This is an optimization exercise on Yosys and OpenROAD, whose aim is small area, a short achievable clock period and few clock cycles per item, not a production implementation. Function was checked by simulation only, so behaviour that the tests miss may differ from the original. The flow treats the clock pin as an ideal source, which a real chip does not have. No activity file was given, so power comes from the tool's default toggle rates.

// page_slot_directory_top
module page_slot_directory_top #(
	parameter int SLOT_COUNT = psd_pkg::SLOT_COUNT_DEF
) (
	input  wire logic                          clk,
	input  wire logic                          arst_n,
	input  wire logic                          start,
	output logic                               busy,
	input  wire logic                          operation,
	input  wire logic [psd_pkg::PAGE_W-1:0]    page_id,
	output logic                               done,
	output logic [psd_pkg::STATUS_W-1:0]       status,
	output logic [psd_pkg::SLOT_W-1:0]         slot
);
==> flow/config.mk <==
export PLATFORM = sky130hd
export DESIGN_NAME = page_slot_directory_top
export DESIGN_NICKNAME = page_slot_directory_top
export VERILOG_FILES = /design/flow/design.v
export SDC_FILE = /design/flow/constraint.sdc
export NUM_CORES = 4
export LEC_CHECK = 0
export CAP_MARGIN = 20
export CORE_MARGIN = 2
export CORE_UTILIZATION = 60
export PLACE_DENSITY = 0.72
export SETUP_SLACK_MARGIN = 3.1
export SLEW_MARGIN = 20
==> flow/constraint.sdc <==
create_clock -name core_clock -period 5.0 [get_ports {clk}]
set_input_delay 1.0000 -clock core_clock [delete_from_list [all_inputs] [get_ports {clk}]]
set_output_delay 1.0000 -clock core_clock [all_outputs]
set_load 0.01 [all_outputs]
standard.sh (not shown) runs the stock make flow with config.mk's settings and CLKGATE_MAP_FILE= SYNTH_SCRIPT=/design/flow/synth_recipe.tcl, a recipe that flattens the netlist after the stock synthesis.
==> flow/flow/run.sh <==
#!/bin/bash
set -euo pipefail
here=$(cd "$(dirname "$0")" && pwd)
args=("BUFFER_PORTS_ARGS=-buffer_cell sky130_fd_sc_hd__buf_4" "MATCH_CELL_FOOTPRINT=0")
export BUFFER_PORTS_ARGS="-buffer_cell sky130_fd_sc_hd__buf_4"
export MATCH_CELL_FOOTPRINT=0
if [[ -f "$here/cts_args" ]]; then
  export CTS_ARGS="$(tr '\n' ' ' < "$here/cts_args")"
  args+=("CTS_ARGS=$CTS_ARGS")
fi
bash standard.sh "${args[@]}" finish > flow_make.log 2>&1
==> flow/flow/cts_args <==
-sink_clustering_enable -repair_clock_nets -sink_clustering_size 44 -sink_clustering_max_diameter 60 -dont_use_dummy_load
Testbench counts at the start, summed over its fixed seeds: cycles 16,016, items 16,000.
Then changed:
==> flow/run.sh (new file) <==
#!/bin/bash
# synth_recipe.tcl (not shown) runs the flow's synth.tcl, then flattens the netlist and writes it again
# the make line also repeats each setting of config.mk as NAME=value (left out here)
make -C /OpenROAD-flow-scripts/flow DESIGN_CONFIG=/design/flow/config.mk WORK_HOME=/design/flow/orfs CLKGATE_MAP_FILE= SYNTH_SCRIPT=/design/flow/synth_recipe.tcl finish
CORE_UTILIZATION = 40   (was 60)
CTS_CLUSTER_DIAMETER = 80   (was default)
CTS_CLUSTER_SIZE = 24   (was default)
PLACE_DENSITY = default   (was 0.72)
SETUP_SLACK_MARGIN = 2.8   (was 3.1)
removed: flow/flow/run.sh
removed: flow/flow/cts_args
removed: flow/standard.sh
What happened: Total power goes up by 1.5%; hold slack is better by 120 ps; worst setup slack degrades by 220 ps; critical path depth goes up by 5; register-to-register slack loses 220 ps; final area is higher by 0.51%; global-route usage is lower by 11 points; area after synthesis stays the same; clock skew drops by 16 ps; clock-buffer cell count grows by 9.
Then changed:
==> flow/flow/run.sh (new file) <==
#!/bin/bash
set -euo pipefail
here=$(cd "$(dirname "$0")" && pwd)
args=("BUFFER_PORTS_ARGS=-buffer_cell sky130_fd_sc_hd__buf_4" "MATCH_CELL_FOOTPRINT=0")
export BUFFER_PORTS_ARGS="-buffer_cell sky130_fd_sc_hd__buf_4"
export MATCH_CELL_FOOTPRINT=0
if [[ -f "$here/cts_args" ]]; then
  export CTS_ARGS="$(tr '\n' ' ' < "$here/cts_args")"
  args+=("CTS_ARGS=$CTS_ARGS")
fi
bash standard.sh "${args[@]}" finish > flow_make.log 2>&1
==> flow/flow/cts_args (new file) <==
-sink_clustering_enable -repair_clock_nets -sink_clustering_size 44 -sink_clustering_max_diameter 60 -dont_use_dummy_load
==> flow/standard.sh (new file) <==
#!/bin/bash
# synth_recipe.tcl (not shown) runs the flow's synth.tcl, then flattens the netlist and writes it again
# the make line also repeats each setting of config.mk as NAME=value (left out here)
make -C /OpenROAD-flow-scripts/flow DESIGN_CONFIG=/design/flow/config.mk WORK_HOME=/design/flow/orfs CLKGATE_MAP_FILE= SYNTH_SCRIPT=/design/flow/synth_recipe.tcl "${@:-finish}"
CORE_UTILIZATION = 78   (was 40)
CTS_CLUSTER_DIAMETER = default   (was 80)
CTS_CLUSTER_SIZE = default   (was 24)
PLACE_DENSITY = 0.86   (was default)
SETUP_SLACK_MARGIN = 3.2   (was 2.8)
removed: flow/run.sh
Result: The new run never finished: it broke off in global routing (5_1_grt) with GRT-0232. Area after synthesis is unchanged. Synthesized cell count stays the same.
Then changed:
==> flow/flow/cts_args (replaced) <==
-sink_clustering_enable -repair_clock_nets -sink_clustering_size 36 -sink_clustering_max_diameter 50 -dont_use_dummy_load
CORE_UTILIZATION = 68   (was 78)
PLACE_DENSITY = 0.78   (was 0.86)
SETUP_SLACK_MARGIN = 3.3   (was 3.2)
After rerunning: With this change the flow finished with timing, DRC and antenna clean; synthesized area does not change; synthesized cell count does not change.

## re-timing with driven ports
In the flow no input, the clock included, has a driving cell. The finished layouts below were timed again as built, in two steps.
Step 1 (the two cells are an assumption about what drives the block):
set clk [get_ports {clk}]
set_driving_cell -lib_cell sky130_fd_sc_hd__clkbuf_16 $clk
set_driving_cell -lib_cell sky130_fd_sc_hd__buf_2 [delete_from_list [all_inputs] $clk]
Step 2 times the ports against the registers' clock, not the clock port: input delays grow and output delays shrink by t, the midpoint of the rising clock arrivals with the driver on.
Three values: no drivers, after step 1, after step 2; two values: the first two.
run | t, ns | setup slack, ns | worst setup path at the end
the first run | 0.624 | 2.987 / 2.927 / 2.419 | input to register
the second run | 0.697 | 2.771 / 2.791 / 2.112 | input to register
the fourth run | 0.600 | 2.972 / 2.916 / 2.481 | input to register
After both steps setup and hold are still met in every run listed. For the second run, which loses most, drivers alone change the setup slack by +0.020 ns; drivers and shift together by -0.659 ns.
